What follows belongs to an exercise in optimizing a design on an open flow for small area, a short achievable clock period and few clock cycles per item; a production flow would make more cautious choices. Power and IR drop assume default switching activity.

==> inputs of 04-21 <==
Design lmfe_top, start of the top module:
module lmfe_top (
    input  logic             clk,
    input  logic             reset,
    input  logic             in_en,
    input  lmfe_pkg::pixel_t Din,
    output logic             busy,
    output logic             out_valid,
    output lmfe_pkg::pixel_t Dout
);
Settings: LEC_CHECK=0, ABC_CLOCK_PERIOD_IN_PS=4000, CAP_MARGIN=20, CELL_PAD_IN_SITES_DETAIL_PLACEMENT=1, CELL_PAD_IN_SITES_GLOBAL_PLACEMENT=2, CORE_MARGIN=2, CORE_UTILIZATION=40, CTS_BUF_LIST=sky130_fd_sc_hd__clkbuf_16, CTS_CLUSTER_DIAMETER=100, CTS_CLUSTER_SIZE=25, PLACE_DENSITY=0.55, SLEW_MARGIN=20; clock period 15.0 ns.
run.sh (not shown) runs the stock make flow with config.mk's settings and CLKGATE_MAP_FILE= SYNTH_SCRIPT=/design/flow/synth_recipe.tcl, a recipe that flattens the netlist after the stock synthesis.
==> 04-24 (differences from 04-21) <==
--- a/flow/design.v
+++ b/flow/design.v
@@ -40,14 +40,15 @@
     input  logic                in_en,
     input  lmfe_pkg::pixel_t    Din,
     input  logic                emit,        
     output logic                busy,
     output logic [5:0]          we,
     output logic [7:0]          wpix,
     output lmfe_pkg::col_t      ph,
+    output lmfe_pkg::col_t      rc,          
     output lmfe_pkg::lag_t      lag,         
     output logic [7:0]          prd          
 );
     localparam int F  = lmfe_pkg::FIFO_DEPTH;
     localparam int AW = $clog2(F);
     localparam int P  = lmfe_pkg::PEND;
     localparam int PW = $clog2(P);
@@ -56,105 +57,118 @@
     logic [AW-1:0]  wptr;
     logic [AW:0]    cnt;
     logic [AW:0]    cnt_nxt;
     logic [P*8-1:0] pend;                    
     logic [PW:0]    pcnt;
     lmfe_pkg::col_t lcol;                    
     lmfe_pkg::col_t wcol;                    
-    lmfe_pkg::col_t rc;
+    lmfe_pkg::col_t wc7;                     
+    lmfe_pkg::lag_t lagw;                    
+    logic           rebase;
     logic [2:0]     wring;                   
     logic           take;
     logic           idle;
     logic           ld;
     logic           wr;
-    assign rc   = ph - 1'b1;
     assign take = in_en && !busy;
     assign idle = (lag == '0);
-    assign wr   = (pcnt != '0) && (rc == wcol + lmfe_pkg::col_t'(lmfe_pkg::WR_AT - 1))
-               && (lag <= lmfe_pkg::lag_t'(lmfe_pkg::LAG_WMAX) + lmfe_pkg::lag_t'(pcnt));
+    assign wr   = (pcnt != '0) && (rc == wc7) && (lagw <= lmfe_pkg::lag_t'(lmfe_pkg::LAG_WMAX));
+    assign rebase = idle && (cnt != '0);
     assign ld   = (cnt != '0) && (idle || (ph == lcol)) && ((pcnt != (PW+1)'(P)) || wr);
     assign wpix = pend[8*wcol[PW-1:0] +: 8];
-    assign prd  = pend[8*rc[PW-1:0] +: 8];
     assign cnt_nxt = cnt + {{AW{1'b0}}, take} - {{AW{1'b0}}, ld};
     for (genvar k = 0; k < lmfe_pkg::ROW_SLOTS; k++) begin : g_we
         assign we[k] = wr && (wring == 3'(k));
     end
     always_ff @(posedge clk) begin
         if (take) begin
             fifo[8*wptr +: 8] <= Din;
         end
         if (ld) begin
             pend[8*lcol[PW-1:0] +: 8] <= fifo[8*rptr +: 8];
         end
+        prd <= ld ? fifo[8*rptr +: 8] : pend[8*ph[PW-1:0] +: 8];
     end
     always_ff @(posedge clk or posedge reset) begin
         if (reset) begin
             rptr  <= '0;
             wptr  <= '0;
             cnt   <= '0;
             busy  <= 1'b0;
             pcnt  <= '0;
             lcol  <= '0;
             wcol  <= '0;
+            wc7   <= lmfe_pkg::col_t'(lmfe_pkg::WR_AT - 1);
             wring <= '0;
             ph    <= '0;
+            rc    <= '1;
             lag   <= '0;
+            lagw  <= '0;
         end else begin
             if (take) begin
                 wptr <= wptr + 1'b1;
             end
             if (ld) begin
                 rptr <= rptr + 1'b1;
                 lcol <= lcol + 1'b1;
             end
             if (wr) begin
                 wcol <= wcol + 1'b1;
+                wc7  <= wc7 + 1'b1;
                 if (wcol == lmfe_pkg::col_t'(lmfe_pkg::IMG_W - 1)) begin
                     wring <= (wring == 3'(lmfe_pkg::ROW_SLOTS - 1)) ? '0 : wring + 1'b1;
                 end
             end
             cnt  <= cnt_nxt;
             busy <= ((cnt + (AW+1)'(take)) == (AW+1)'(F));
             pcnt <= pcnt + (PW+1)'(ld) - (PW+1)'(wr);
-            ph   <= ((idle && cnt != '0) ? lcol : ph) + 1'b1;
-            lag  <= lag + lmfe_pkg::lag_t'(ld) - lmfe_pkg::lag_t'(emit);
+            ph   <= (rebase ? lcol : ph) + 1'b1;
+            rc   <= rebase ? lcol : ph;
+            case ({ld, emit})
+                2'b10:   lag <= lag + 1'b1;
+                2'b01:   lag <= lag - 1'b1;
+                default: lag <= lag;
+            endcase
+            case ({wr, emit})
+                2'b10:   lagw <= lagw + 1'b1;
+                2'b01:   lagw <= lagw - 1'b1;
+                default: lagw <= lagw;
+            endcase
         end
     end
 endmodule
 `timescale 1ns/1ps
 module window_scanner (
     input  logic                    clk,
     input  logic                    reset,
-    input  lmfe_pkg::col_t          ph,
+    input  lmfe_pkg::col_t          rc,
     input  lmfe_pkg::lag_t          lag,
     input  logic [47:0]             rd,
     input  logic [7:0]              prd,
     output logic [55:0]             col_pix,    
-    output logic                    emit,       
-    output lmfe_pkg::col_t          rc
+    output logic                    emit        
 );
     lmfe_pkg::col_t  xp;                       
+    lmfe_pkg::col_t  ecol;                     
     lmfe_pkg::col_t  row;                      
     lmfe_pkg::slot_t top;                      
     logic            tail;
     logic [6:0]      vis;                      
     logic [5:0]      on_adv;                   
     logic [5:0]      on_adv_q;
     logic            p_adv_q;
     logic [5:0]      ring_on;
     logic            p_on;                     
     lmfe_pkg::col_t  row_n;
     lmfe_pkg::slot_t top_n;
     logic            adv;                      
-    assign rc   = ph - 1'b1;
     assign tail = (xp > lmfe_pkg::col_t'(lmfe_pkg::IMG_W - lmfe_pkg::HALF - 1));
-    assign emit = tail ? (rc == xp - lmfe_pkg::col_t'(lmfe_pkg::IMG_W - lmfe_pkg::HALF))
-                       : ((rc == xp + lmfe_pkg::col_t'(lmfe_pkg::HALF))
-                          && ((row > lmfe_pkg::col_t'(lmfe_pkg::IMG_H - lmfe_pkg::HALF - 1))
-                              || (lag >= lmfe_pkg::lag_t'(lmfe_pkg::LAG_NEED))));
+    assign emit = (rc == ecol)
+               && (tail || (row > lmfe_pkg::col_t'(lmfe_pkg::IMG_H - lmfe_pkg::HALF - 1))
+                   || (lag >= lmfe_pkg::lag_t'(lmfe_pkg::LAG_NEED)));
     assign adv  = emit && (xp == lmfe_pkg::col_t'(lmfe_pkg::IMG_W - lmfe_pkg::HALF - 1));
     assign row_n = row + 1'b1;
     assign top_n = (top == lmfe_pkg::slot_t'(lmfe_pkg::ROW_SLOTS - 1)) ? '0 : top + 1'b1;
     always_comb begin
         for (int j = 0; j < lmfe_pkg::WIN; j++) begin
             vis[j] = (int'(row_n) + j >= lmfe_pkg::HALF) && (int'(row_n) + j <= lmfe_pkg::IMG_H - 1 + lmfe_pkg::HALF);
         end
@@ -174,20 +188,22 @@
     always_ff @(posedge clk) begin
         on_adv_q <= on_adv;
         p_adv_q  <= vis[6];
     end
     always_ff @(posedge clk or posedge reset) begin
         if (reset) begin
             xp      <= '0;
+            ecol    <= lmfe_pkg::col_t'(lmfe_pkg::HALF);
             row     <= '0;
             top     <= lmfe_pkg::slot_t'(lmfe_pkg::ROW_SLOTS - lmfe_pkg::HALF);
             ring_on <= 6'b000111;              
             p_on    <= 1'b1;
         end else if (emit) begin
-            xp <= xp + 1'b1;
+            xp   <= xp + 1'b1;
+            ecol <= ecol + 1'b1;
             if (adv) begin
                 row     <= row_n;
                 top     <= top_n;
                 ring_on <= on_adv_q;
                 p_on    <= p_adv_q;
             end
         end
@@ -235,15 +251,15 @@
     assign s5[15:8] = s4_q[15:8];
     assign s5[55:48] = s4_q[55:48];
     cmp_swap i_cx5_12 (.a(s5[15:8]), .b(s5[23:16]), .lo(s6[15:8]), .hi(s6[23:16]));
     cmp_swap i_cx5_34 (.a(s5[31:24]), .b(s5[39:32]), .lo(s6[31:24]), .hi(s6[39:32]));
     cmp_swap i_cx5_56 (.a(s5[47:40]), .b(s5[55:48]), .lo(s6[47:40]), .hi(s6[55:48]));
     assign s6[7:0] = s5[7:0];
     logic [NX*CB-1:0]          x;              
-    lmfe_pkg::col_t            rc_q;
+    logic [W-1:0]              colv_q;
     logic                      v0;
     logic [NS*W*3-1:0]         lo_q, hi_q;     
     logic [NS*8-1:0]           m_q;
     logic [NS-1:0]             v_q;
     logic [NS*W*3-1:0]         lo_in, hi_in, g;
     logic [NS*8-1:0]           m_in;
     logic [NS-1:0]             v_in;
@@ -252,21 +268,21 @@
     logic [W-1:0]              pl;
     logic                      fs1, fs2, fc1, fc2, fc3;
     logic [NS-1:0]             m;
     logic [W-1:0]              colv;           
     localparam logic [511:0] M_OK = 512'h00000000000000000000000000000001000000000001071f00000001071f7fff0001071f7fffffff071f7fffffffffff7fffffffffffffffffffffffffffffff;
     always_comb begin
         for (int j = 0; j < W; j++) begin
-            colv[j] = (rc_q >= lmfe_pkg::col_t'(lmfe_pkg::HALF)) ? (rc_q >= lmfe_pkg::col_t'(j))
-                                                                  : (rc_q < lmfe_pkg::col_t'(j));
+            colv[j] = (rc2 >= lmfe_pkg::col_t'(lmfe_pkg::HALF)) ? (rc2 >= lmfe_pkg::col_t'(j))
+                                                                 : (rc2 < lmfe_pkg::col_t'(j));
         end
         for (int k = 0; k < NS; k++) begin
             if (k == 0) begin
                 for (int j = 0; j < W; j++) begin
-                    lo_in[3*j +: 3] = colv[j] ? 3'd0 : 3'd7;
+                    lo_in[3*j +: 3] = colv_q[j] ? 3'd0 : 3'd7;
                     hi_in[3*j +: 3] = 3'd7;
                 end
                 m_in[7:0] = '0;
                 v_in[0]   = v0;
             end else begin
                 lo_in[3*W*k +: 3*W] = lo_q[3*W*(k-1) +: 3*W];
                 hi_in[3*W*k +: 3*W] = hi_q[3*W*(k-1) +: 3*W];
@@ -300,15 +316,15 @@
         end
     end
     always_ff @(posedge clk) begin
         s2_q <= s2;
         s4_q <= s4;
         rc1  <= rc;
         rc2  <= rc1;
-        rc_q <= rc2;
+        colv_q <= colv;
         x    <= {x[(NX-1)*CB-1:0], s6};
         for (int k = 0; k < NS; k++) begin
             lo_q[3*W*k +: 3*W] <= m[k] ? g[3*W*k +: 3*W] : lo_in[3*W*k +: 3*W];
             hi_q[3*W*k +: 3*W] <= m[k] ? hi_in[3*W*k +: 3*W] : g[3*W*k +: 3*W];
             m_q[8*k +: 8]      <= m_in[8*k +: 8] | (8'(m[k]) << (7 - k));
         end
         Dout <= m_in[8*(NS-1) +: 8] | 8'(m[NS-1]);
@@ -382,33 +398,33 @@
         .in_en (in_en),
         .Din   (Din),
         .emit  (emit),
         .busy  (busy),
         .we    (we),
         .wpix  (wpix),
         .ph    (ph),
+        .rc    (rc),
         .lag   (lag),
         .prd   (prd)
     );
     line_buffer i_lbuf (
         .clk  (clk),
         .we   (we),
         .wpix (wpix),
         .rd   (rd)
     );
     window_scanner i_scan (
         .clk     (clk),
         .reset   (reset),
-        .ph      (ph),
+        .rc      (rc),
         .lag     (lag),
         .rd      (rd),
         .prd     (prd),
         .col_pix (col_pix),
-        .emit    (emit),
-        .rc      (rc)
+        .emit    (emit)
     );
     median_rank49 i_rank (
         .clk       (clk),
         .reset     (reset),
         .col_pix   (col_pix),
         .emit      (emit),
         .rc        (rc),
==> flow/flow/run.sh (new file) <==
#!/bin/bash
# The standard layout (standard.sh, unchanged synthesis), with ORFS's
# repair_timing asked to leave more setup slack than the 15 ns clock needs,
# so that the achieved period shrinks. Gate cloning is off so that no
# register is ever copied. Every port still gets a buffer; buffer_ports is
# only told which buffer cell to use. make's output goes to standard.log
# here; each ORFS step also keeps its own log under orfs/logs/.
set -euo pipefail
cd "$(dirname "$0")/.."
export SETUP_SLACK_MARGIN=11
export SKIP_GATE_CLONING=1
export BUFFER_PORTS_ARGS="-buffer_cell sky130_fd_sc_hd__buf_4"
bash standard.sh > standard.log 2>&1
==> flow/standard.sh (new file) <==
#!/bin/bash
# synth_recipe.tcl (not shown) runs the flow's synth.tcl, then flattens the netlist and writes it again
# the make line also repeats each setting of config.mk as NAME=value (left out here)
make -C /OpenROAD-flow-scripts/flow DESIGN_CONFIG=/design/flow/config.mk WORK_HOME=/design/flow/orfs CLKGATE_MAP_FILE= SYNTH_SCRIPT=/design/flow/synth_recipe.tcl "${@:-finish}"
removed: flow/run.sh
==> 06-26 (differences from 04-21) <==
--- a/flow/design.v
+++ b/flow/design.v
@@ -134,16 +134,14 @@
 );
     lmfe_pkg::col_t  xp;                       
     lmfe_pkg::col_t  row;                      
     lmfe_pkg::slot_t top;                      
     logic            tail;
     logic [6:0]      vis;                      
     logic [5:0]      on_adv;                   
-    logic [5:0]      on_adv_q;
-    logic            p_adv_q;
     logic [5:0]      ring_on;
     logic            p_on;                     
     lmfe_pkg::col_t  row_n;
     lmfe_pkg::slot_t top_n;
     logic            adv;                      
     assign rc   = ph - 1'b1;
     assign tail = (xp > lmfe_pkg::col_t'(lmfe_pkg::IMG_W - lmfe_pkg::HALF - 1));
@@ -167,32 +165,28 @@
             end
         end
     end
     for (genvar k = 0; k < lmfe_pkg::ROW_SLOTS; k++) begin : g_mask
         assign col_pix[8*k +: 8] = rd[8*k +: 8] & {8{ring_on[k]}};
     end
     assign col_pix[55:48] = prd & {8{p_on}};
-    always_ff @(posedge clk) begin
-        on_adv_q <= on_adv;
-        p_adv_q  <= vis[6];
-    end
     always_ff @(posedge clk or posedge reset) begin
         if (reset) begin
             xp      <= '0;
             row     <= '0;
             top     <= lmfe_pkg::slot_t'(lmfe_pkg::ROW_SLOTS - lmfe_pkg::HALF);
             ring_on <= 6'b000111;              
             p_on    <= 1'b1;
         end else if (emit) begin
             xp <= xp + 1'b1;
             if (adv) begin
                 row     <= row_n;
                 top     <= top_n;
-                ring_on <= on_adv_q;
-                p_on    <= p_adv_q;
+                ring_on <= on_adv;
+                p_on    <= vis[6];
             end
         end
     end
 endmodule
 `timescale 1ns/1ps
 module median_rank49 (
     input  logic                    clk,
@@ -244,20 +238,17 @@
     logic [NS*W*3-1:0]         lo_q, hi_q;     
     logic [NS*8-1:0]           m_q;
     logic [NS-1:0]             v_q;
     logic [NS*W*3-1:0]         lo_in, hi_in, g;
     logic [NS*8-1:0]           m_in;
     logic [NS-1:0]             v_in;
     logic [NS*W*7-1:0]         ge;
-    logic [NS*9-1:0]           n;              
-    logic [W-1:0]              pl;
-    logic                      fs1, fs2, fc1, fc2, fc3;
+    logic [NS*6-1:0]           gsum;
     logic [NS-1:0]             m;
     logic [W-1:0]              colv;           
-    localparam logic [511:0] M_OK = 512'h00000000000000000000000000000001000000000001071f00000001071f7fff0001071f7fffffff071f7fffffffffff7fffffffffffffffffffffffffffffff;
     always_comb begin
         for (int j = 0; j < W; j++) begin
             colv[j] = (rc_q >= lmfe_pkg::col_t'(lmfe_pkg::HALF)) ? (rc_q >= lmfe_pkg::col_t'(j))
                                                                   : (rc_q < lmfe_pkg::col_t'(j));
         end
         for (int k = 0; k < NS; k++) begin
             if (k == 0) begin
@@ -281,26 +272,19 @@
                 g[3*(W*k+j) + 2] = !ge[W*(W*k+j) + 3];
                 g[3*(W*k+j) + 1] = (!ge[W*(W*k+j) + 1] && ge[W*(W*k+j) + 3]) || !ge[W*(W*k+j) + 5];
                 g[3*(W*k+j) + 0] = (!ge[W*(W*k+j) + 0] && ge[W*(W*k+j) + 1])
                                 || (!ge[W*(W*k+j) + 2] && ge[W*(W*k+j) + 3])
                                 || (!ge[W*(W*k+j) + 4] && ge[W*(W*k+j) + 5])
                                 || !ge[W*(W*k+j) + 6];
             end
-            for (int b = 0; b < 3; b++) begin
-                for (int j = 0; j < W; j++) pl[j] = g[3*(W*k+j) + b];
-                fs1 = pl[0] ^ pl[1] ^ pl[2];
-                fc1 = (pl[0] & pl[1]) | (pl[0] & pl[2]) | (pl[1] & pl[2]);
-                fs2 = pl[3] ^ pl[4] ^ pl[5];
-                fc2 = (pl[3] & pl[4]) | (pl[3] & pl[5]) | (pl[4] & pl[5]);
-                n[9*k + 3*b + 0] = fs1 ^ fs2 ^ pl[6];
-                fc3 = (fs1 & fs2) | (fs1 & pl[6]) | (fs2 & pl[6]);
-                n[9*k + 3*b + 1] = fc1 ^ fc2 ^ fc3;
-                n[9*k + 3*b + 2] = (fc1 & fc2) | (fc1 & fc3) | (fc2 & fc3);
-            end
-            m[k] = M_OK[n[9*k +: 9]];
+            gsum[6*k +: 6] = ((6'(g[3*(W*k+0) +: 3]) + 6'(g[3*(W*k+1) +: 3]))
+                            + (6'(g[3*(W*k+2) +: 3]) + 6'(g[3*(W*k+3) +: 3])))
+                           + ((6'(g[3*(W*k+4) +: 3]) + 6'(g[3*(W*k+5) +: 3]))
+                            + 6'(g[3*(W*k+6) +: 3]));
+            m[k] = (gsum[6*k +: 6] <= 6'(lmfe_pkg::NEL - lmfe_pkg::MEDIAN_IDX - 1));
         end
     end
     always_ff @(posedge clk) begin
         s2_q <= s2;
         s4_q <= s4;
         rc1  <= rc;
         rc2  <= rc1;
@@ -331,33 +315,16 @@
 endmodule
 module cmp_swap (
     input  logic [7:0] a,
     input  logic [7:0] b,
     output logic [7:0] lo,
     output logic [7:0] hi
 );
-    logic [7:0] g1, e1;
-    logic [3:0] g2, e2;
-    logic [1:0] g3, e3;
-    logic       sw;
-    always_comb begin
-        for (int i = 0; i < 8; i++) begin
-            g1[i] = a[i] & ~b[i];
-            e1[i] = ~(a[i] ^ b[i]);
-        end
-        for (int i = 0; i < 4; i++) begin
-            g2[i] = g1[2*i+1] | (e1[2*i+1] & g1[2*i]);
-            e2[i] = e1[2*i+1] & e1[2*i];
-        end
-        for (int i = 0; i < 2; i++) begin
-            g3[i] = g2[2*i+1] | (e2[2*i+1] & g2[2*i]);
-            e3[i] = e2[2*i+1] & e2[2*i];
-        end
-        sw = g3[1] | (e3[1] & g3[0]);
-    end
+    logic sw;
+    assign sw = (a > b);
     assign lo = sw ? b : a;
     assign hi = sw ? a : b;
 endmodule
 `timescale 1ns/1ps
 module lmfe_top (
     input  logic             clk,
     input  logic             reset,
==> notes <==
- Combinational power: 04-24 is higher than 06-26 (about 30%).
- Between 04-21 and 06-26, the lower area after synthesis is in 04-21 (gap about 1%, measured against 06-26).
- The lowest synthesized cell count belongs to 04-24, the highest to 06-26.
- Register-to-register slack: 06-26 is lower than 04-24 (1.9 ns).
- Non-clock buffer count: 04-24 > 06-26 > 04-21.
- Flip-flop and latch count: 04-24 > 04-21 > 06-26.
- Against 04-21, the via count of 06-26 is larger by 2.5%.
- The lowest wire length belongs to 04-21, the highest to 06-26.
- Setup slack, lowest first: 06-26, 04-21, 04-24.
- Of 04-24 and 04-21, 04-24 has the higher sequential power (gap about 4%, measured against 04-21).
No functional check of the RTL was part of any run of this note.

## afterwards: timing with drivers on the ports
How much do the figures lean on ideal ports? The routed layouts below were timed once more, with nothing changed but the port constraints.
Step 1 (the two cells are an assumption about what drives the block):
set clk [get_ports {clk}]
set_driving_cell -lib_cell sky130_fd_sc_hd__clkbuf_16 $clk
set_driving_cell -lib_cell sky130_fd_sc_hd__buf_2 [delete_from_list [all_inputs] $clk]
Step 2 moves the port delays by t, midway between the first and last clock arrival at a register: inputs arrive t later, outputs are due t later. That takes back most of the time a late clock gives input paths.
Slacks: ideal ports / drivers / drivers and shift; pairs: ideal ports / drivers.
run	t, ns	setup WS [ns]	worst setup path after step 2
04-21	1.047	8.900 / 8.900 / 8.900	register to register
04-24	1.028	10.100 / 10.100 / 10.100	register to register
06-26	1.035	8.249 / 8.249 / 8.249	register to register
After both steps setup and hold are still met in every run listed.
